This design comes from an exercise in tuning for small area, a short achievable clock period and few clock cycles on the open sky130 flow, not from production work. RTL that was checked went through simulation tests only; none was proved equivalent to the original. Only the layout flow was run in runs 2 and 3; the RTL was not checked for function there.

$ cat flow/flow/run.sh
#!/bin/bash
set -euo pipefail
MARGIN=${MARGIN:-6.2}
sed "s/SETUP_SLACK_MARGIN=5/SETUP_SLACK_MARGIN=${MARGIN}/" standard.sh > standard_margin.sh
grep -q "SETUP_SLACK_MARGIN=${MARGIN}" standard_margin.sh
bash standard_margin.sh > flow.log 2>&1
$ cat flow/standard.sh
#!/bin/bash
# synth_recipe.tcl (not shown) runs the flow's synth.tcl, then flattens the netlist and writes it again
# the make line also repeats each setting of config.mk as NAME=value (left out here)
make -C /OpenROAD-flow-scripts/flow DESIGN_CONFIG=/design/flow/config.mk WORK_HOME=/design/flow/orfs CLKGATE_MAP_FILE= SYNTH_SCRIPT=/design/flow/synth_recipe.tcl "${@:-finish}"
$ cat flow/config.mk
export PLATFORM = sky130hd
export DESIGN_NAME = servo_slew_position_controller
export DESIGN_NICKNAME = servo_slew_position_controller
export VERILOG_FILES = /design/flow/design.v
export SDC_FILE = /design/flow/constraint.sdc
export NUM_CORES = 4
export LEC_CHECK = 0
export ABC_AREA = 1
export CAP_MARGIN = 20
export CORE_MARGIN = 2
export CORE_UTILIZATION = 40
export SETUP_SLACK_MARGIN = 5
export SLEW_MARGIN = 20
$ cat flow/constraint.sdc
create_clock -name core_clock -period 11.0 [get_ports {i_clk}]
set_input_delay 2.2000 -clock core_clock [delete_from_list [all_inputs] [get_ports {i_clk}]]
set_output_delay 2.2000 -clock core_clock [all_outputs]
set_load 0.01 [all_outputs]
$ cat flow/design.v
`timescale 1ns / 1ps
package sspc_pkg;
    localparam int PULSE_BITS      = 12;
    localparam int ANGLE_FRAC_BITS = 4;
    localparam int PULSE_W   = PULSE_BITS;
    localparam int DEG_W     = 10;
    localparam int ANGLE_W   = 14;
    localparam int DIR_W     = 2;
    localparam int REQ_W     = 3;
    localparam int CFG_IDX_W = 3;
    localparam int CFG_DAT_W = 12;
    localparam int SCL_W   = (ANGLE_W > DEG_W + ANGLE_FRAC_BITS) ? ANGLE_W
                                                                  : DEG_W + ANGLE_FRAC_BITS;
    localparam int X_W     = SCL_W + 1;
    localparam int DEN_W   = DEG_W + 1 + ANGLE_FRAC_BITS;
    localparam int PDIFF_W = PULSE_W + 1;
    localparam int OP_A_W  = (X_W > PULSE_W + 1) ? X_W : PULSE_W + 1;
    localparam int OP_B_W  = (PDIFF_W > DEN_W) ? PDIFF_W : DEN_W;
    localparam int OP_W    = (OP_A_W > OP_B_W) ? OP_A_W : OP_B_W;
    localparam int PROD_W  = 2 * OP_W;
    localparam int NUM_W   = PROD_W + 1;
    localparam int DIV_W   = NUM_W - 1;
    localparam int REM_W   = DEN_W + 1;
    localparam int CNT_W   = $clog2(DIV_W + 1);
    localparam logic signed [DEG_W-1:0] DEG_LOW_RST   = 10'sd0;
    localparam logic signed [DEG_W-1:0] DEG_HIGH_RST  = 10'sd180;
    localparam logic signed [DEG_W-1:0] HOME_DEG_RST  = 10'sd90;
    localparam logic [PULSE_W-1:0]      PLS_LOW_RST   = PULSE_W'(150);
    localparam logic [PULSE_W-1:0]      PLS_HIGH_RST  = PULSE_W'(600);
    localparam logic [PULSE_W-1:0]      STEP_RST      = PULSE_W'(5);
    localparam logic [PULSE_W-1:0]      PULSE_RST     = PULSE_W'(375);
    typedef enum logic [REQ_W-1:0] {
        REQ_TICK   = 3'd0,
        REQ_ABS    = 3'd1,
        REQ_REL    = 3'd2,
        REQ_ROTATE = 3'd3,
        REQ_STOP   = 3'd4,
        REQ_HOME   = 3'd5
    } t_req;
    typedef enum logic [CFG_IDX_W-1:0] {
        CFG_DEG_LOW  = 3'd0,
        CFG_DEG_HIGH = 3'd1,
        CFG_PLS_LOW  = 3'd2,
        CFG_PLS_HIGH = 3'd3,
        CFG_STEP     = 3'd4,
        CFG_HOME_DEG = 3'd5
    } t_cfg_idx;
    typedef enum logic [2:0] {
        ST_IDLE,
        ST_MUL_NUM,
        ST_MUL_OFS,
        ST_PREP,
        ST_DIV,
        ST_POST,
        ST_OUT
    } t_state;
endpackage
`timescale 1ns / 1ps
import sspc_pkg::*;
module servo_slew_position_controller
(
    input  logic                        i_clk,
    input  logic                        i_rst_n,
    input  logic                        i_in_valid,
    output logic                        o_in_stall,
    input  logic [sspc_pkg::REQ_W-1:0] i_req_type,
    input  logic signed [sspc_pkg::ANGLE_W-1:0] i_angle,
    input  logic signed [sspc_pkg::DIR_W-1:0] i_direction,
    output logic                        o_out_valid,
    input  logic                        i_out_stall,
    output logic [sspc_pkg::PULSE_W-1:0] o_pulse_width,
    output logic [sspc_pkg::PULSE_W-1:0] o_target_width,
    output logic                        o_pwm_write,
    input  logic                        i_cfg_valid,
    output logic                        o_cfg_ready,
    input  logic [sspc_pkg::CFG_IDX_W-1:0] i_cfg_index,
    input  logic [sspc_pkg::CFG_DAT_W-1:0] i_cfg_data
);
    localparam logic [2:0] OP_NOP  = 3'd0;
    localparam logic [2:0] OP_TICK = 3'd1;
    localparam logic [2:0] OP_MAP  = 3'd2;    
    localparam logic [2:0] OP_REL  = 3'd3;    
    localparam logic [2:0] OP_CUR  = 3'd4;    
    localparam logic [2:0] OP_PL   = 3'd5;    
    localparam logic [2:0] OP_PH   = 3'd6;    
    logic signed [9:0]  r_deg_low, r_deg_high, r_home;
    logic [11:0]        r_pls_low, r_pls_high, r_step;
    always_ff @(posedge i_clk) begin
        if (!i_rst_n) begin
            r_deg_low  <= DEG_LOW_RST;
            r_deg_high <= DEG_HIGH_RST;
            r_pls_low  <= PLS_LOW_RST;
            r_pls_high <= PLS_HIGH_RST;
            r_step     <= STEP_RST;
            r_home     <= HOME_DEG_RST;
        end else if (i_cfg_valid) begin
            case (i_cfg_index)
                3'd0: r_deg_low  <= $signed(i_cfg_data[9:0]);
                3'd1: r_deg_high <= $signed(i_cfg_data[9:0]);
                3'd2: r_pls_low  <= i_cfg_data;
                3'd3: r_pls_high <= i_cfg_data;
                3'd4: r_step     <= i_cfg_data;
                3'd5: r_home     <= $signed(i_cfg_data[9:0]);
                default: ;
            endcase
        end
    end
    logic signed [10:0] dd_c;
    logic signed [12:0] pd_c;
    logic        c_dz, c_dneg, c_pneg;
    logic [9:0]  c_den;
    logic [11:0] c_pmag;
    assign dd_c = 11'(r_deg_high) - 11'(r_deg_low);
    assign pd_c = $signed({1'b0, r_pls_high}) - $signed({1'b0, r_pls_low});
    always_ff @(posedge i_clk) begin
        c_dz   <= (dd_c == 11'sd0);
        c_dneg <= dd_c[10];
        c_den  <= dd_c[10] ? 10'(-dd_c) : dd_c[9:0];
        c_pneg <= pd_c[12];
        c_pmag <= pd_c[12] ? 12'(-pd_c) : pd_c[11:0];
    end
    logic [11:0] r_cur, r_tgt;
    logic        r_wr, r_ov;
    logic        en;
    assign en = !(r_ov && i_out_stall);
    assign o_cfg_ready    = 1'b1;
    assign o_in_stall     = !en;
    assign o_out_valid    = r_ov;
    assign o_pulse_width  = r_cur;
    assign o_target_width = r_tgt;
    assign o_pwm_write    = r_wr;
    logic [2:0] c0_op_1;
    always_comb begin
        case (i_req_type)
            3'd0: c0_op_1 = OP_TICK;
            3'd1, 3'd5: c0_op_1 = OP_MAP;
            3'd2: c0_op_1 = OP_REL;
            3'd3: c0_op_1 = i_direction[1] ? OP_PL : (i_direction != 2'sd0) ? OP_PH : OP_CUR;
            3'd4: c0_op_1 = OP_CUR;
            default: c0_op_1 = OP_NOP;
        endcase
    end
    logic signed [14:0] c0_ae_2;
    assign c0_ae_2 = (i_req_type == 3'd5) ? (15'(r_home) <<< 4) : 15'(i_angle);
    logic signed [14:0] c0_sb_3;
    assign c0_sb_3 = (i_req_type == 3'd2) ? 15'sd0 : (15'(r_deg_low) <<< 4);
    logic signed [14:0] c0_x_4;
    assign c0_x_4 = c0_ae_2 - c0_sb_3;
    logic [13:0] c0_a_5;
    assign c0_a_5 = c0_x_4[14] ? 14'(-c0_x_4) : c0_x_4[13:0];
    logic c0_sx_6;
    assign c0_sx_6 = c0_x_4[14];
    logic [13:0] p1_a;
    logic [2:0] p1_op;
    logic p1_sx;
    logic p1_v;
    always_ff @(posedge i_clk) begin
        if (!i_rst_n) begin
            p1_v <= 1'b0;
        end else if (en) begin
            p1_v <= i_in_valid;
        end
    end
    always_ff @(posedge i_clk) begin
        if (en) begin
            p1_a <= c0_a_5;
            p1_op <= c0_op_1;
            p1_sx <= c0_sx_6;
        end
    end
    logic [19:0] c1_plo_7;
    assign c1_plo_7 = 20'(p1_a) * 20'(c_pmag[5:0]);
    logic [19:0] c1_phi_8;
    assign c1_phi_8 = 20'(p1_a) * 20'(c_pmag[11:6]);
    logic [2:0] p2_op;
    logic [19:0] p2_phi;
    logic [19:0] p2_plo;
    logic p2_sx;
    logic p2_v;
    always_ff @(posedge i_clk) begin
        if (!i_rst_n) begin
            p2_v <= 1'b0;
        end else if (en) begin
            p2_v <= p1_v;
        end
    end
    always_ff @(posedge i_clk) begin
        if (en) begin
            p2_op <= p1_op;
            p2_phi <= c1_phi_8;
            p2_plo <= c1_plo_7;
            p2_sx <= p1_sx;
        end
    end
    logic [25:0] c2_psum_9;
    assign c2_psum_9 = {p2_phi, 6'd0} + 26'(p2_plo);
    logic [21:0] c2_m_10;
    assign c2_m_10 = c2_psum_9[25:4];
    logic c2_ovf_11;
    assign c2_ovf_11 = (c2_m_10[21:12] >= c_den);
    logic [9:0] c2_rem_12;
    assign c2_rem_12 = c2_m_10[21:12];
    logic [11:0] c2_ml_13;
    assign c2_ml_13 = c2_m_10[11:0];
    logic [10:0] c2_t11_14;
    assign c2_t11_14 = {c2_rem_12, c2_ml_13[11]};
    logic [11:0] c2_r11_15;
    assign c2_r11_15 = {1'b0, c2_t11_14} - {2'b0, c_den};
    logic c2_ge11_16;
    assign c2_ge11_16 = !c2_r11_15[11];
    logic c2_q_17;
    assign c2_q_17 = c2_ge11_16;
    logic [9:0] c2_rem_18;
    assign c2_rem_18 = c2_ge11_16 ? c2_r11_15[9:0] : c2_t11_14[9:0];
    logic [10:0] c2_ml_19;
    assign c2_ml_19 = c2_ml_13[10:0];
    logic [10:0] p3_ml;
    logic [2:0] p3_op;
    logic p3_ovf;
    logic p3_q;
    logic [9:0] p3_rem;
    logic p3_sx;
    logic p3_v;
    always_ff @(posedge i_clk) begin
        if (!i_rst_n) begin
            p3_v <= 1'b0;
        end else if (en) begin
            p3_v <= p2_v;
        end
    end
    always_ff @(posedge i_clk) begin
        if (en) begin
            p3_ml <= c2_ml_19;
            p3_op <= p2_op;
            p3_ovf <= c2_ovf_11;
            p3_q <= c2_q_17;
            p3_rem <= c2_rem_18;
            p3_sx <= p2_sx;
        end
    end
    logic [10:0] c3_t10_20;
    assign c3_t10_20 = {p3_rem, p3_ml[10]};
    logic [11:0] c3_r10_21;
    assign c3_r10_21 = {1'b0, c3_t10_20} - {2'b0, c_den};
    logic c3_ge10_22;
    assign c3_ge10_22 = !c3_r10_21[11];
    logic [1:0] c3_q_23;
    assign c3_q_23 = {p3_q, c3_ge10_22};
    logic [9:0] c3_rem_24;
    assign c3_rem_24 = c3_ge10_22 ? c3_r10_21[9:0] : c3_t10_20[9:0];
    logic [9:0] c3_ml_25;
    assign c3_ml_25 = p3_ml[9:0];
    logic [10:0] c3_t9_26;
    assign c3_t9_26 = {c3_rem_24, c3_ml_25[9]};
    logic [11:0] c3_r9_27;
    assign c3_r9_27 = {1'b0, c3_t9_26} - {2'b0, c_den};
    logic c3_ge9_28;
    assign c3_ge9_28 = !c3_r9_27[11];
    logic [2:0] c3_q_29;
    assign c3_q_29 = {c3_q_23, c3_ge9_28};
    logic [9:0] c3_rem_30;
    assign c3_rem_30 = c3_ge9_28 ? c3_r9_27[9:0] : c3_t9_26[9:0];
    logic [8:0] c3_ml_31;
    assign c3_ml_31 = c3_ml_25[8:0];
    logic [8:0] p4_ml;
    logic [2:0] p4_op;
    logic p4_ovf;
    logic [2:0] p4_q;
    logic [9:0] p4_rem;
    logic p4_sx;
    logic p4_v;
    always_ff @(posedge i_clk) begin
        if (!i_rst_n) begin
            p4_v <= 1'b0;
        end else if (en) begin
            p4_v <= p3_v;
        end
    end
    always_ff @(posedge i_clk) begin
        if (en) begin
            p4_ml <= c3_ml_31;
            p4_op <= p3_op;
            p4_ovf <= p3_ovf;
            p4_q <= c3_q_29;
            p4_rem <= c3_rem_30;
            p4_sx <= p3_sx;
        end
    end
    logic [10:0] c4_t8_32;
    assign c4_t8_32 = {p4_rem, p4_ml[8]};
    logic [11:0] c4_r8_33;
    assign c4_r8_33 = {1'b0, c4_t8_32} - {2'b0, c_den};
    logic c4_ge8_34;
    assign c4_ge8_34 = !c4_r8_33[11];
    logic [3:0] c4_q_35;
    assign c4_q_35 = {p4_q, c4_ge8_34};
    logic [9:0] c4_rem_36;
    assign c4_rem_36 = c4_ge8_34 ? c4_r8_33[9:0] : c4_t8_32[9:0];
    logic [7:0] c4_ml_37;
    assign c4_ml_37 = p4_ml[7:0];
    logic [10:0] c4_t7_38;
    assign c4_t7_38 = {c4_rem_36, c4_ml_37[7]};
    logic [11:0] c4_r7_39;
    assign c4_r7_39 = {1'b0, c4_t7_38} - {2'b0, c_den};
    logic c4_ge7_40;
    assign c4_ge7_40 = !c4_r7_39[11];
    logic [4:0] c4_q_41;
    assign c4_q_41 = {c4_q_35, c4_ge7_40};
    logic [9:0] c4_rem_42;
    assign c4_rem_42 = c4_ge7_40 ? c4_r7_39[9:0] : c4_t7_38[9:0];
    logic [6:0] c4_ml_43;
    assign c4_ml_43 = c4_ml_37[6:0];
    logic [6:0] p5_ml;
    logic [2:0] p5_op;
    logic p5_ovf;
    logic [4:0] p5_q;
    logic [9:0] p5_rem;
    logic p5_sx;
    logic p5_v;
    always_ff @(posedge i_clk) begin
        if (!i_rst_n) begin
            p5_v <= 1'b0;
        end else if (en) begin
            p5_v <= p4_v;
        end
    end
    always_ff @(posedge i_clk) begin
        if (en) begin
            p5_ml <= c4_ml_43;
            p5_op <= p4_op;
            p5_ovf <= p4_ovf;
            p5_q <= c4_q_41;
            p5_rem <= c4_rem_42;
            p5_sx <= p4_sx;
        end
    end
    logic [10:0] c5_t6_44;
    assign c5_t6_44 = {p5_rem, p5_ml[6]};
    logic [11:0] c5_r6_45;
    assign c5_r6_45 = {1'b0, c5_t6_44} - {2'b0, c_den};
    logic c5_ge6_46;
    assign c5_ge6_46 = !c5_r6_45[11];
    logic [5:0] c5_q_47;
    assign c5_q_47 = {p5_q, c5_ge6_46};
    logic [9:0] c5_rem_48;
    assign c5_rem_48 = c5_ge6_46 ? c5_r6_45[9:0] : c5_t6_44[9:0];
    logic [5:0] c5_ml_49;
    assign c5_ml_49 = p5_ml[5:0];
    logic [10:0] c5_t5_50;
    assign c5_t5_50 = {c5_rem_48, c5_ml_49[5]};
    logic [11:0] c5_r5_51;
    assign c5_r5_51 = {1'b0, c5_t5_50} - {2'b0, c_den};
    logic c5_ge5_52;
    assign c5_ge5_52 = !c5_r5_51[11];
    logic [6:0] c5_q_53;
    assign c5_q_53 = {c5_q_47, c5_ge5_52};
    logic [9:0] c5_rem_54;
    assign c5_rem_54 = c5_ge5_52 ? c5_r5_51[9:0] : c5_t5_50[9:0];
    logic [4:0] c5_ml_55;
    assign c5_ml_55 = c5_ml_49[4:0];
    logic [4:0] p6_ml;
    logic [2:0] p6_op;
    logic p6_ovf;
    logic [6:0] p6_q;
    logic [9:0] p6_rem;
    logic p6_sx;
    logic p6_v;
    always_ff @(posedge i_clk) begin
        if (!i_rst_n) begin
            p6_v <= 1'b0;
        end else if (en) begin
            p6_v <= p5_v;
        end
    end
    always_ff @(posedge i_clk) begin
        if (en) begin
            p6_ml <= c5_ml_55;
            p6_op <= p5_op;
            p6_ovf <= p5_ovf;
            p6_q <= c5_q_53;
            p6_rem <= c5_rem_54;
            p6_sx <= p5_sx;
        end
    end
    logic [10:0] c6_t4_56;
    assign c6_t4_56 = {p6_rem, p6_ml[4]};
    logic [11:0] c6_r4_57;
    assign c6_r4_57 = {1'b0, c6_t4_56} - {2'b0, c_den};
    logic c6_ge4_58;
    assign c6_ge4_58 = !c6_r4_57[11];
    logic [7:0] c6_q_59;
    assign c6_q_59 = {p6_q, c6_ge4_58};
    logic [9:0] c6_rem_60;
    assign c6_rem_60 = c6_ge4_58 ? c6_r4_57[9:0] : c6_t4_56[9:0];
    logic [3:0] c6_ml_61;
    assign c6_ml_61 = p6_ml[3:0];
    logic [10:0] c6_t3_62;
    assign c6_t3_62 = {c6_rem_60, c6_ml_61[3]};
    logic [11:0] c6_r3_63;
    assign c6_r3_63 = {1'b0, c6_t3_62} - {2'b0, c_den};
    logic c6_ge3_64;
    assign c6_ge3_64 = !c6_r3_63[11];
    logic [8:0] c6_q_65;
    assign c6_q_65 = {c6_q_59, c6_ge3_64};
    logic [9:0] c6_rem_66;
    assign c6_rem_66 = c6_ge3_64 ? c6_r3_63[9:0] : c6_t3_62[9:0];
    logic [2:0] c6_ml_67;
    assign c6_ml_67 = c6_ml_61[2:0];
    logic [2:0] p7_ml;
    logic [2:0] p7_op;
    logic p7_ovf;
    logic [8:0] p7_q;
    logic [9:0] p7_rem;
    logic p7_sx;
    logic p7_v;
    always_ff @(posedge i_clk) begin
        if (!i_rst_n) begin
            p7_v <= 1'b0;
        end else if (en) begin
            p7_v <= p6_v;
        end
    end
    always_ff @(posedge i_clk) begin
        if (en) begin
            p7_ml <= c6_ml_67;
            p7_op <= p6_op;
            p7_ovf <= p6_ovf;
            p7_q <= c6_q_65;
            p7_rem <= c6_rem_66;
            p7_sx <= p6_sx;
        end
    end
    logic [10:0] c7_t2_68;
    assign c7_t2_68 = {p7_rem, p7_ml[2]};
    logic [11:0] c7_r2_69;
    assign c7_r2_69 = {1'b0, c7_t2_68} - {2'b0, c_den};
    logic c7_ge2_70;
    assign c7_ge2_70 = !c7_r2_69[11];
    logic [9:0] c7_q_71;
    assign c7_q_71 = {p7_q, c7_ge2_70};
    logic [9:0] c7_rem_72;
    assign c7_rem_72 = c7_ge2_70 ? c7_r2_69[9:0] : c7_t2_68[9:0];
    logic [1:0] c7_ml_73;
    assign c7_ml_73 = p7_ml[1:0];
    logic [10:0] c7_t1_74;
    assign c7_t1_74 = {c7_rem_72, c7_ml_73[1]};
    logic [11:0] c7_r1_75;
    assign c7_r1_75 = {1'b0, c7_t1_74} - {2'b0, c_den};
    logic c7_ge1_76;
    assign c7_ge1_76 = !c7_r1_75[11];
    logic [10:0] c7_q_77;
    assign c7_q_77 = {c7_q_71, c7_ge1_76};
    logic [9:0] c7_rem_78;
    assign c7_rem_78 = c7_ge1_76 ? c7_r1_75[9:0] : c7_t1_74[9:0];
    logic c7_ml_79;
    assign c7_ml_79 = c7_ml_73[0];
    logic p8_ml;
    logic [2:0] p8_op;
    logic p8_ovf;
    logic [10:0] p8_q;
    logic [9:0] p8_rem;
    logic p8_sx;
    logic p8_v;
    always_ff @(posedge i_clk) begin
        if (!i_rst_n) begin
            p8_v <= 1'b0;
        end else if (en) begin
            p8_v <= p7_v;
        end
    end
    always_ff @(posedge i_clk) begin
        if (en) begin
            p8_ml <= c7_ml_79;
            p8_op <= p7_op;
            p8_ovf <= p7_ovf;
            p8_q <= c7_q_77;
            p8_rem <= c7_rem_78;
            p8_sx <= p7_sx;
        end
    end
    logic [10:0] c8_t0_80;
    assign c8_t0_80 = {p8_rem, p8_ml};
    logic [11:0] c8_r0_81;
    assign c8_r0_81 = {1'b0, c8_t0_80} - {2'b0, c_den};
    logic c8_ge0_82;
    assign c8_ge0_82 = !c8_r0_81[11];
    logic [11:0] c8_q_83;
    assign c8_q_83 = {p8_q, c8_ge0_82};
    logic        i_v, i_sx, i_ovf;
    logic [2:0]  i_op;
    logic [11:0] i_q;
    assign i_v   = p8_v;
    assign i_op  = p8_op;
    assign i_sx  = p8_sx;
    assign i_ovf = p8_ovf;
    assign i_q   = c8_q_83;
    logic        qneg;
    assign qneg = i_sx ^ c_dneg ^ c_pneg;
    logic [12:0]        cp;
    logic signed [12:0] cm;
    logic [11:0]        tick_cur;
    assign cp = {1'b0, r_cur} + {1'b0, r_step};
    assign cm = $signed({1'b0, r_cur}) - $signed({1'b0, r_step});
    assign tick_cur = ({1'b0, r_tgt} > cp) ? cp[11:0] : ($signed({1'b0, r_tgt}) < cm) ? cm[11:0] : r_tgt;
    logic        is_rel, sub;
    logic [11:0] base;
    logic [12:0] sum;
    logic [11:0] map_t, rel_t;
    assign is_rel = (i_op == OP_REL);
    assign sub    = is_rel && qneg;
    assign base   = is_rel ? r_tgt : r_pls_low;
    assign sum    = {1'b0, base} + ({1'b0, i_q} ^ {13{sub}}) + {12'd0, sub};
    assign map_t  = qneg ? (c_pneg ? r_pls_high : r_pls_low)
                  : (i_ovf || c_pneg || (i_q > c_pmag)) ? r_pls_high : sum[11:0];
    assign rel_t  = (i_ovf || sum[12]) ? (qneg ? 12'd0 : 12'hfff) : sum[11:0];
    always_ff @(posedge i_clk) begin
        if (!i_rst_n) begin
            r_ov  <= 1'b0;
            r_wr  <= 1'b0;
            r_cur <= PULSE_RST;
            r_tgt <= PULSE_RST;
        end else if (en) begin
            r_ov <= i_v;
            if (i_v) begin
                r_wr <= (i_op == OP_TICK);
                case (i_op)
                    OP_TICK: r_cur <= tick_cur;
                    OP_MAP:  if (!c_dz) r_tgt <= map_t;
                    OP_REL:  if (!c_dz) r_tgt <= rel_t;
                    OP_CUR:  r_tgt <= r_cur;
                    OP_PL:   r_tgt <= r_pls_low;
                    OP_PH:   r_tgt <= r_pls_high;
                    default: ;
                endcase
            end
        end
    end
endmodule
==> flow_summary.ini, run 1 <==
[outcome]
status = finished clean

[synthesis]
ys_seq_area_share_pct = 32.3
yosys.area.top_type = edfxtp_1
synth_edf_count = 220
ys.flop_type = edfxtp_1
synth_top_area_share_pct = 23.5
synthTopCellsByArea = edfxtp_1 (23%), ha_1 (13%), nand2_1 (10%)
synth-seq-cells = 345
synth_area_um2 = 28200
synth_area_per_cell_um2 = 8.24
synth_nets = 3873
postSynthCellCount = 3417
synth_cell_types = 67
yosysWarnings = 1
synth-async-reset-ratio_pct = 0

[hold_path]
min_from = p7_q[0]
min_to = p8_q[2]
holdCritPathClass = flip-flop to flip-flop
whs_path_depth = 0

[global_route]
grt_pass1_vias = 21500
grt-ovfl-total = 0
grt_pass1_wl_mm = 114
grt_max_degree = 91
grtUsageTotal_pct = 19.4
antenna_found_initial = 0

[routing]
drc_errors = 0
drtIter0Drc = 1385
vias = 22400
drt-pass1-iter-count = 5
post_drt_wl_per_cell_um = 15.9
wl_mm = 70.6
vias_per_cell = 5.05
ant_nets = 0

[floorplan]
die_w_um = 269
rows = 97
start_util_pct = 40.3
core_um2 = 69900
dieArea_um2 = 72500
fp.dieH_um = 269
io_pins = 67

[critical_path]
timing.rr.start = p1_a[7]
cp.required_ps = 8800
arrival_ps = 2560
cpMaxStageDelayCell = buf_16
r2r_slack_ps = 6520
cp_max_fo = 4
setup.worst_path.end_class = output port
slowest_delay_ps = 130
reg2reg_to = p2_plo[19]
crit_chain = buf_16, nand2_8, inv_8, buf_6
r2r_cells = 15
crit_type = input pin to output port
cp-start-kind = input pin

[timing]
hold_violations = 0
finalSetupTns_ps = 0
slew_violations = 0
min_period_over_period_pct = 43.3
relSlewSlack_pct = 33.1
skew_ps = 25.0
max_freq_mhz = 210
finalSetupViolCount = 0
period_needed_ps = 4760
rsz0062_at_grt = false
worstMarginPinSlew_ps = 999

[clock_network]
cts_max_path_buffers = 3
cts_buffers = 43
clkTransAtPathRegs_ps = 60
numClockSinks = 345
cts_max_level = 2
cts_tree = done
cts_root_buffer = clkbuf_16
insertion_delay_ps = 590

[layout]
post-route-util_pct = 45.0
layout.cells.non_filler = 4445
fillers = 6959
drive_above_1_share_pct = 6.22
num_antenna_cells = 0
nNetsFinal = 3927
area_growth_pct = 11.6

[job]
maxCapViolations = 0

[placed_design]
port-buffer-count = 65
hpwl_mm = 52.4
gp_congestion = 0.924
place_inst = 4353
synthesized netlist by cell type (14+ instances only):
cell type / n
nand2_1: 754
nand3_1: 132
xnor2_1: 72
fa_1: 116
nand4_1: 39
nor2_1: 188
ha_1: 301
edfxtp_1: 220
clkbuf_1: 57
o21ai_1: 25
inv_1: 502
o21bai_1: 14
or2_2: 14
a211oi_1: 17
o21ai_0: 163
xor2_1: 137
a21o_1: 19
buf_2: 14
a21oi_1: 292
dfxtp_1: 125
o21ai_2: 17
o211ai_1: 23
nor3_1: 21
per-layer routing:
layer | track usage (%) | vias to the layer above | wire length (um)
met3 | 2.42 | 87 | 3120
met1 | 26.9 | 10500 | 33400
met5 | 0 | - | 0
li1 | - | 11400 | -
met4 | 5.01 | 0 | 1530
met2 | 31.9 | 422 | 32600
kinds of logic (layout without fill, tap and decap cells):
kind of cell / after synthesis / in the layout / share of synthesized area, %
multiplexers: 3 / 3 / 0.116
AND/OR/NAND/NOR: 1190 / 1193 / 17.8
AO/OA/AOI/OAI: 647 / 647 / 13.2
XOR/XNOR: 209 / 209 / 6.50
adder cells (fa/ha/maj): 417 / 417 / 21.6
buffers and inverters: 605 / 690 / 8.40
flip-flops: 345 / 345 / 32.3
other: 1 / 1 / 0.0133
registers in the layout (all words and copies together), names as in the netlist, 9 cells and up:
| register | flops |
|---|---|
| p8_q | 11 |
| r_pls_low | 12 |
| p1_a | 14 |
| r_deg_low | 10 |
| r_step | 12 |
| p3_ml | 11 |
| p3_rem | 10 |
| p5_rem | 10 |
| p2_plo | 16 |
| p7_rem | 10 |
| p4_ml | 9 |
| p7_q | 9 |
| c_pmag | 12 |
| r_cur | 12 |
| r_deg_high | 10 |
| r_home | 10 |
| p2_phi | 20 |
| p6_rem | 10 |
| p8_rem | 10 |
| p4_rem | 10 |
| r_tgt | 12 |
| c_den | 10 |
| r_pls_high | 12 |
cells in the final DEF (no fill, tap or decap), types with 23 or more instances in the layout:
master	count
a21oi_1	288
clkbuf_16	43
clkdlybuf4s50_1	59
dfxtp_1	117
edfxtp_1	220
fa_1	115
ha_1	300
inv_1	497
nand2_1	748
nand3_1	129
nand4_1	39
nor2_1	186
o211ai_1	23
o21ai_0	162
o21ai_1	26
xnor2_1	72
xor2_1	135
worst max-delay path by stage:
stage | from | slack (ps) | end
floorplan | i_out_stall | 5460 | o_in_stall
global placement | i_out_stall | 4670 | o_in_stall
detailed placement | i_out_stall | 4640 | o_in_stall
CTS | i_out_stall | 6210 | o_in_stall
global route | c_den[2] | 6210 | p6_rem[3]
finish | i_out_stall | 6240 | o_in_stall
critical path, delay by kind of cell:
| family | cells | cell delay [ps] |
|---|---|---|
| buf+inv | 3 | 290 |
| simple gates | 1 | 70 |
layout make-up:
cell class	instances	area, um^2	area share [%]
multi-input combinational	2470	16800	53.6
sequential	345	9120	29.0
inverter	521	1970	6.27
tap	940	1180	3.74
clock buffer	48	1090	3.48
timing repair buffer	90	882	2.81
clock inverter	31	348	1.11
through the flow:
stage	setup slack [ps]	area (um^2)	hold slack [ps]
3_5_place_dp	4640	29700	405
6_report	6240	31400	414
2_1_floorplan	5460	28200	400
4_1_cts	6210	31300	416
3_3_place_gp	4670	29700	401
5_1_grt	6210	31400	420
repair_timing:
item	4_1_cts	5_1_grt
hold buffers	0	0
setup buffers	4	6
hold endpoints to repair	0	0
gates cloned	3	0
endpoints found under the setup margin	17	78
pin swaps	3	4
resized for setup	26	31
Testbench counts, summed over its fixed seeds: cycles 7,632.
==> inputs of run 2 (changes only) <==
--- a/flow/design.v
+++ b/flow/design.v
@@ -148,5 +148,5 @@
     assign c0_x_4 = c0_ae_2 - c0_sb_3;
     logic [13:0] c0_a_5;
-    assign c0_a_5 = c0_x_4[14] ? 14'(-c0_x_4) : c0_x_4[13:0];
+    assign c0_a_5 = c0_x_4[13:0] ^ {14{c0_x_4[14]}};
     logic c0_sx_6;
     assign c0_sx_6 = c0_x_4[14];
@@ -170,7 +170,7 @@
     end
     logic [19:0] c1_plo_7;
-    assign c1_plo_7 = 20'(p1_a) * 20'(c_pmag[5:0]);
+    assign c1_plo_7 = 20'(p1_a) * 20'(c_pmag[5:0]) + (p1_sx ? 20'(c_pmag[5:0]) : 20'd0);
     logic [19:0] c1_phi_8;
-    assign c1_phi_8 = 20'(p1_a) * 20'(c_pmag[11:6]);
+    assign c1_phi_8 = 20'(p1_a) * 20'(c_pmag[11:6]) + (p1_sx ? 20'(c_pmag[11:6]) : 20'd0);
     logic [2:0] p2_op;
     logic [19:0] p2_phi;
==> flow/flow/run.sh (replaced) <==
#!/bin/bash
set -euo pipefail
MARGIN=${MARGIN:-6.5}
sed "s/SETUP_SLACK_MARGIN=5/SETUP_SLACK_MARGIN=${MARGIN}/" standard.sh > standard_margin.sh
grep -q "SETUP_SLACK_MARGIN=${MARGIN}" standard_margin.sh
bash standard_margin.sh > flow.log 2>&1
==> flow_summary.ini, run 2 <==
[floorplan]
start_util_pct = 40.2
io_pins = 67
fp.dieH_um = 274
dieArea_um2 = 75300
core_um2 = 72700
die_w_um = 274
rows = 99

[global_route]
grt_pass1_wl_mm = 119
grt_pass1_vias = 22400
grt-ovfl-total = 0
antenna_found_initial = 1
grtUsageTotal_pct = 20.1
grt_max_degree = 83

[outcome]
status = finished clean

[job]
maxCapViolations = 0

[synthesis]
synth_cell_types = 62
yosysWarnings = 1
synth.most_common_cell = nand2_1
synth_area_um2 = 29200
synth-seq-cells = 345
synth_common_cells = nand2_1 (783), inv_1 (579), ha_1 (337)
synth-async-reset-ratio_pct = 0
synth_nets = 4080
ys_seq_area_share_pct = 31.2
ys.flop_type = edfxtp_1
synth_top_area_share_pct = 22.6
postSynthCellCount = 3583
synth_area_per_cell_um2 = 8.16
synth_edf_count = 220
yosys.area.top_type = edfxtp_1
synthTopCellsByArea = edfxtp_1 (23%), ha_1 (14%), nand2_1 (10%)

[placed_design]
hpwl_mm = 55.9
port-buffer-count = 65
gp_congestion = 0.925
dpl_worst_slack_ps = 4640

[clock_network]
cts_max_level = 2
cts_max_path_buffers = 3
cts_tree = done
cts_hold_buffers = 0
clkTransAtPathRegs_ps = 60
insertion_delay_ps = 580
cts_buffers = 40
numClockSinks = 345
cts_root_buffer = clkbuf_16

[critical_path]
arrival_ps = 2530
cp.required_ps = 8800
timing.rr.start = p1_a[3]
cp-start-kind = input pin
setup.worst_path.end = o_in_stall
reg2reg_to = p2_plo[19]
r2r_cells = 25
cp_max_fo = 2
r2r_slack_ps = 6320
setup.worst_path.end_class = output port
crit_type = input pin to output port
crit_start = i_out_stall

[routing]
post_drt_wl_per_cell_um = 16.3
vias_per_cell = 5.09
drt-pass1-iter-count = 5
vias = 23900
wl_mm = 76.6
ant_nets = 0
drc_errors = 0
drtIter0Drc = 1611

[layout]
drive_above_1_share_pct = 9.82
top_regs = p2_phi x20, p2_plo x16, p1_a x14
fillers = 7049
area_growth_pct = 14.3
final_common_cell = nand2_1
largest_register_ff_count = 20
layout_common_cells = nand2_1 (766), inv_1 (562), ha_1 (324)
nNetsFinal = 4193
largest_register = p2_phi

[timing]
finalSetupViolCount = 0
hold_violations = 0
period_needed_ps = 4730
skew_ps = 40.3
finalSetupTns_ps = 0
relSlewSlack_pct = 31.7
max_freq_mhz = 211
rsz0062_at_grt = true
min_period_over_period_pct = 43.0
worstMarginPinSlew_ps = 1020
worst_slack_ps = 6270
slew_violations = 0

[hold_path]
holdCritPathClass = flip-flop to flip-flop
[run 2: cell types whose count changed after synthesis, sizes merged, moves of 10 or more]
cell | before | now
clkbuf | 57 | 71
ha | 301 | 337
inv | 514 | 588
nand2 | 765 | 793
nand3 | 137 | 157
nor2 | 190 | 168
o21ai | 205 | 195
[run 2: cell families after synthesis]
kind of cell | Yosys count | share of synthesized area, %
compound gates | 646 | 12.8
other cells | 1 | 0.0128
buf+inv | 693 | 9.14
fa+ha+maj | 458 | 22.7
xor+xnor | 209 | 6.26
flops | 345 | 31.2
simple gates | 1228 | 17.8
mux | 3 | 0.111
[run 2: critical path, stage by stage]
cell     delay (ps)
buf_16          110
nand2_8          70
inv_8            40
buf_6           110
[run 2: per-stage QoR]
step                      hold WS [ps]  area, um^2  utilization (%)  instances
after floorplan                    400       29400                -       3583
after global placement             400       30800             42.4       4523
after detailed placement           405       30800             42.4       4523
after CTS                          397       32700             44.9       4642
after global routing               417       33400             46.0       4687
final                              401       33400             46.0       4687
[run 2: per-layer routing]
| metal | vias up | part of all wire, % | global-route usage [%] |
|---|---|---|---|
| met1 | 11200 | 46 | 27.3 |
| met5 | - | 0 | 0 |
| met4 | 0 | 2.8 | 6.09 |
| met2 | 498 | 46 | 32.6 |
| li1 | 12100 | - | - |
| met3 | 127 | 4.8 | 3.35 |
[run 2: area by class of cell]
cell class / instances / area, um^2 / area share, %
multi-input cells: 2553 / 18200 / 54.3
flip-flops and latches: 345 / 9130 / 27.3
inverters: 592 / 2240 / 6.69
repair buffers: 164 / 1460 / 4.37
well taps: 959 / 1200 / 3.59
clock buffers: 52 / 1080 / 3.22
clock inverters: 21 / 153 / 0.457
diodes: 1 / 2.50 / 0.00749
[run 2: worst min-delay path by stage]
stage | cells after the start | endpoint | from | slack, ps
final | 0 | p4_ml[0] | p3_ml[0] | 400
after global routing | 0 | p4_ml[0] | p3_ml[0] | 420
after CTS | 0 | p4_ml[0] | p3_ml[0] | 400
after detailed placement | 0 | p2_op[0] | p1_op[0] | 400
after global placement | 0 | p8_op[1] | p7_op[1] | 400
after floorplan | 0 | p2_op[0] | p1_op[0] | 400
[run 2: timing repair]
item | in CTS | in global routing
cloned | 4 | 4
setup buffers | 42 | 40
gates resized for setup | 86 | 105
setup endpoints to repair | 176 | 113
hold endpoints to repair | 0 | 0
pin swaps | 27 | 49
==> inputs of run 3 (changes only) <==
--- a/flow/design.v
+++ b/flow/design.v
@@ -122,8 +122,11 @@
     logic [11:0] r_cur, r_tgt;
     logic        r_wr, r_ov;
+    logic        k_v, k_sx, k_ovf;
+    logic [2:0]  k_op;
+    logic [11:0] k_q;
     logic        en;
-    assign en = !(r_ov && i_out_stall);
+    assign en = !k_v;
     assign o_cfg_ready    = 1'b1;
-    assign o_in_stall     = !en;
+    assign o_in_stall     = k_v;
     assign o_out_valid    = r_ov;
     assign o_pulse_width  = r_cur;
@@ -490,9 +493,26 @@
     logic [2:0]  i_op;
     logic [11:0] i_q;
-    assign i_v   = p8_v;
-    assign i_op  = p8_op;
-    assign i_sx  = p8_sx;
-    assign i_ovf = p8_ovf;
-    assign i_q   = c8_q_83;
+    logic        f_free;
+    assign f_free = !r_ov || !i_out_stall;
+    assign i_v   = k_v ? 1'b1  : p8_v;
+    assign i_op  = k_v ? k_op  : p8_op;
+    assign i_sx  = k_v ? k_sx  : p8_sx;
+    assign i_ovf = k_v ? k_ovf : p8_ovf;
+    assign i_q   = k_v ? k_q   : c8_q_83;
+    always_ff @(posedge i_clk) begin
+        if (!i_rst_n) begin
+            k_v <= 1'b0;
+        end else begin
+            k_v <= i_v && !f_free;
+        end
+    end
+    always_ff @(posedge i_clk) begin
+        if (!k_v) begin
+            k_op  <= p8_op;
+            k_sx  <= p8_sx;
+            k_ovf <= p8_ovf;
+            k_q   <= c8_q_83;
+        end
+    end
     logic        qneg;
     assign qneg = i_sx ^ c_dneg ^ c_pneg;
@@ -520,5 +540,5 @@
             r_cur <= PULSE_RST;
             r_tgt <= PULSE_RST;
-        end else if (en) begin
+        end else if (f_free) begin
             r_ov <= i_v;
             if (i_v) begin
==> flow_summary.ini, run 3 <==
[timing]
worstMarginPinSlew_ps = 1010
holdWs_ps = 416
hold_violations = 0
period_needed_ps = 4690
skew_ps = 39.9
slew_violations = 0
finalSetupViolCount = 0
rsz0062_at_grt = true
max_freq_mhz = 213
finalSetupTns_ps = 0
relSlewSlack_pct = 32.7
min_period_over_period_pct = 42.7

[layout]
largest_register = p2_phi
fin_area_um2 = 33800
post-route-util_pct = 47.0
multi_input_area_um2 = 17900
final_common_cell = nand2_1
drive_above_1_share_pct = 9.81
num_antenna_cells = 0
fillers = 7064
layout_common_cells = nand2_1 (746), inv_1 (557), ha_1 (320)
nNetsFinal = 4153
area_growth_pct = 16.0
final-seq-area_um2 = 9480
largest_register_ff_count = 20
top_regs = p2_phi x20, p2_plo x16, p1_a x14

[synthesis]
synth_top_family_by_area = adder cells
synthXorXnorAreaFrac_pct = 6.49
synth_fa_ha_area_share_pct = 22.8
synth_area_um2 = 29100
synthSimpleGateAreaFrac_pct = 16.1
ys_seq_area_share_pct = 32.5
synth_edf_count = 220
postSynthCellCount = 3543
synth_cell_types = 56
synth_area_per_cell_um2 = 8.22
synth_mux_area_share_pct = 0.0344
synth_compound_area_share_pct = 13.0
synth_top_area_share_pct = 22.7
yosys.area.top_type = edfxtp_1
synth_nets = 4040
synthTopCellsByArea = edfxtp_1 (23%), ha_1 (14%), nand2_1 (9.9%)
synth-seq-cells = 363
synth_common_cells = nand2_1 (767), inv_1 (571), ha_1 (337)
ys.flop_type = edfxtp_1
yosysWarnings = 1
synth.most_common_cell = nand2_1
synth-async-reset-ratio_pct = 0

[clock_network]
cts_buffers = 44
numClockSinks = 363
cts_tree = done
insertion_delay_ps = 590
clkTransAtPathRegs_ps = 60
cts_max_path_buffers = 3
cts_max_level = 2
cts_root_buffer = clkbuf_16

[global_route]
grt_pass1_vias = 21800
grt-ovfl-total = 0
antenna_found_initial = 0
grt_max_degree = 78
grtUsageTotal_pct = 19.7
grt_pass1_wl_mm = 117

[hold_path]
min_to = p8_q[5]
holdCritPathClass = flip-flop to flip-flop
min_from = p7_q[3]
whs_path_depth = 0

[routing]
drt-pass1-iter-count = 6
met3_length_mm = 3.60
highest_layer = met4
drc_errors = 0
post_drt_wl_per_cell_um = 16.3
wl_met1_mm = 35.6
wl_mm = 75.6
drtIter0Drc = 1676
ant_nets = 0
wl_met2_mm = 34.5
vias_per_cell = 5.04
vias = 23400

[placed_design]
port-buffer-count = 65
hpwl_mm = 53.7
gp_congestion = 0.920
place_area_um2 = 30700

[job]
maxCapViolations = 0

[critical_path]
reg2reg_to = p2_plo[19]
r2r_cells = 21
cp_max_fo = 4
cp.required_ps = 11290
r2r_slack_ps = 6310
arrival_ps = 4980
setup.worst_path.end_class = flip-flop
crit_type = flip-flop to flip-flop
cp-start-kind = flip-flop
timing.rr.start = p1_a[3]

[floorplan]
die_w_um = 274
core_um2 = 71900
rows = 98
dieArea_um2 = 75000
io_pins = 67
fp.dieH_um = 274
start_util_pct = 40.5

[outcome]
status = finished clean
run 3: cell count changes in the layout (fill, tap and decap cells not counted), moves of 9 or more:
cell       before  now
a21oi_1       262  292
nand2_1       766  746
inv_2          23    9
nand4_1        47   30
nor2_1        162  145
dfxtp_1       115  139
o21ai_0       149  177
nand3_1       142  118
clkbuf_16      40   49
run 3: layout make-up:
class	instances	share of cell area, %
multi-input cells	2501	52.9
flip-flops and latches	363	28.0
inverters	580	6.68
repair buffers	164	4.49
clock buffers	60	3.81
well taps	950	3.52
clock inverters	20	0.507
repair inverters	2	0.0629
run 3: worst max path at each step:
| stage | start | end | slack (ps) | cells past startpoint |
|---|---|---|---|---|
| floorplan | p1_a[5] | p2_plo[19] | 6480 | 22 |
| global placement | i_req_type[0] | p1_a[11] | 5080 | 11 |
| detailed placement | i_req_type[0] | p1_a[12] | 5050 | 11 |
| CTS | p1_a[4] | p2_plo[19] | 6280 | 21 |
| global route | p1_a[3] | p2_plo[19] | 6110 | 21 |
| finish | p1_a[3] | p2_plo[19] | 6310 | 21 |
run 3: worst max-delay path, cell delays in order, from the launching register on:
cell	delay, ps
edfxtp_1	450
nand2_1	110
inv_1	50
fa_1	500
inv_1	50
fa_1	510
inv_1	60
fa_1	520
inv_2	40
fa_1	510
inv_2	50
ha_4	280
nand2_4	60
nor3_4	110
a21oi_2	80
o21a_2	250
o21ai_4	160
nand2_1	80
nand2_2	100
a21o_1	170
a21oi_2	70
xor2_1	160
run 3: stage by stage:
step | setup slack (ps) | std cells
floorplan | 6480 | 3543
global placement | 5080 | 4474
detailed placement | 5050 | 4474
CTS | 6280 | 4602
global route | 6110 | 4640
finish | 6310 | 4640
run 3: logic make-up after synthesis:
logic type / Yosys count
compound gates: 678
xor+xnor: 216
fa+ha+maj: 458
buf+inv: 684
flops: 363
mux: 1
other cells: 1
simple gates: 1142
run 3: repair_timing:
item,in CTS,in global routing
endpoints found under the setup margin,106,117
hold buffers,0,0
gates resized for setup,93,122
setup buffers,43,35
endpoints found under the hold margin,0,0
cloned,5,3
pin swaps,31,34
run 3: layer usage:
layer / vias to the layer above / global-route usage [%]
met2: 530 / 31.7
met5: - / 0
met4: 0 / 5.91
met3: 110 / 2.43
li1: 11900 / -
met1: 10900 / 27.7

[static timing again, ports no longer ideal]
In the flow no input, the clock included, has a driving cell. The finished layouts below were timed again as built, in two steps. Step 1: set_driving_cell puts a clkbuf_16 on i_clk and a buf_2 on each other input, an assumption about the parent block. Step 2 also shifts input and output timing later by t, the mid clock arrival at the registers, as if the neighbouring blocks saw the same clock. Slacks: no drivers / after step 1 / after step 2; pairs: no drivers / after step 1.
run | t (ns) | slack for setup (ns) | pins driven straight from the clock port
run 1 | 0.634 | 6.239 / 6.151 / 5.991 | 1
run 2 | 0.625 | 6.265 / 6.180 / 6.051 | 1
run 3 | 0.627 | 6.305 / 6.305 / 6.117 | 1
After both steps every run listed still meets setup and hold. For run 1, which loses most, drivers alone change the setup slack by -0.088 ns; drivers and shift together by -0.248 ns.
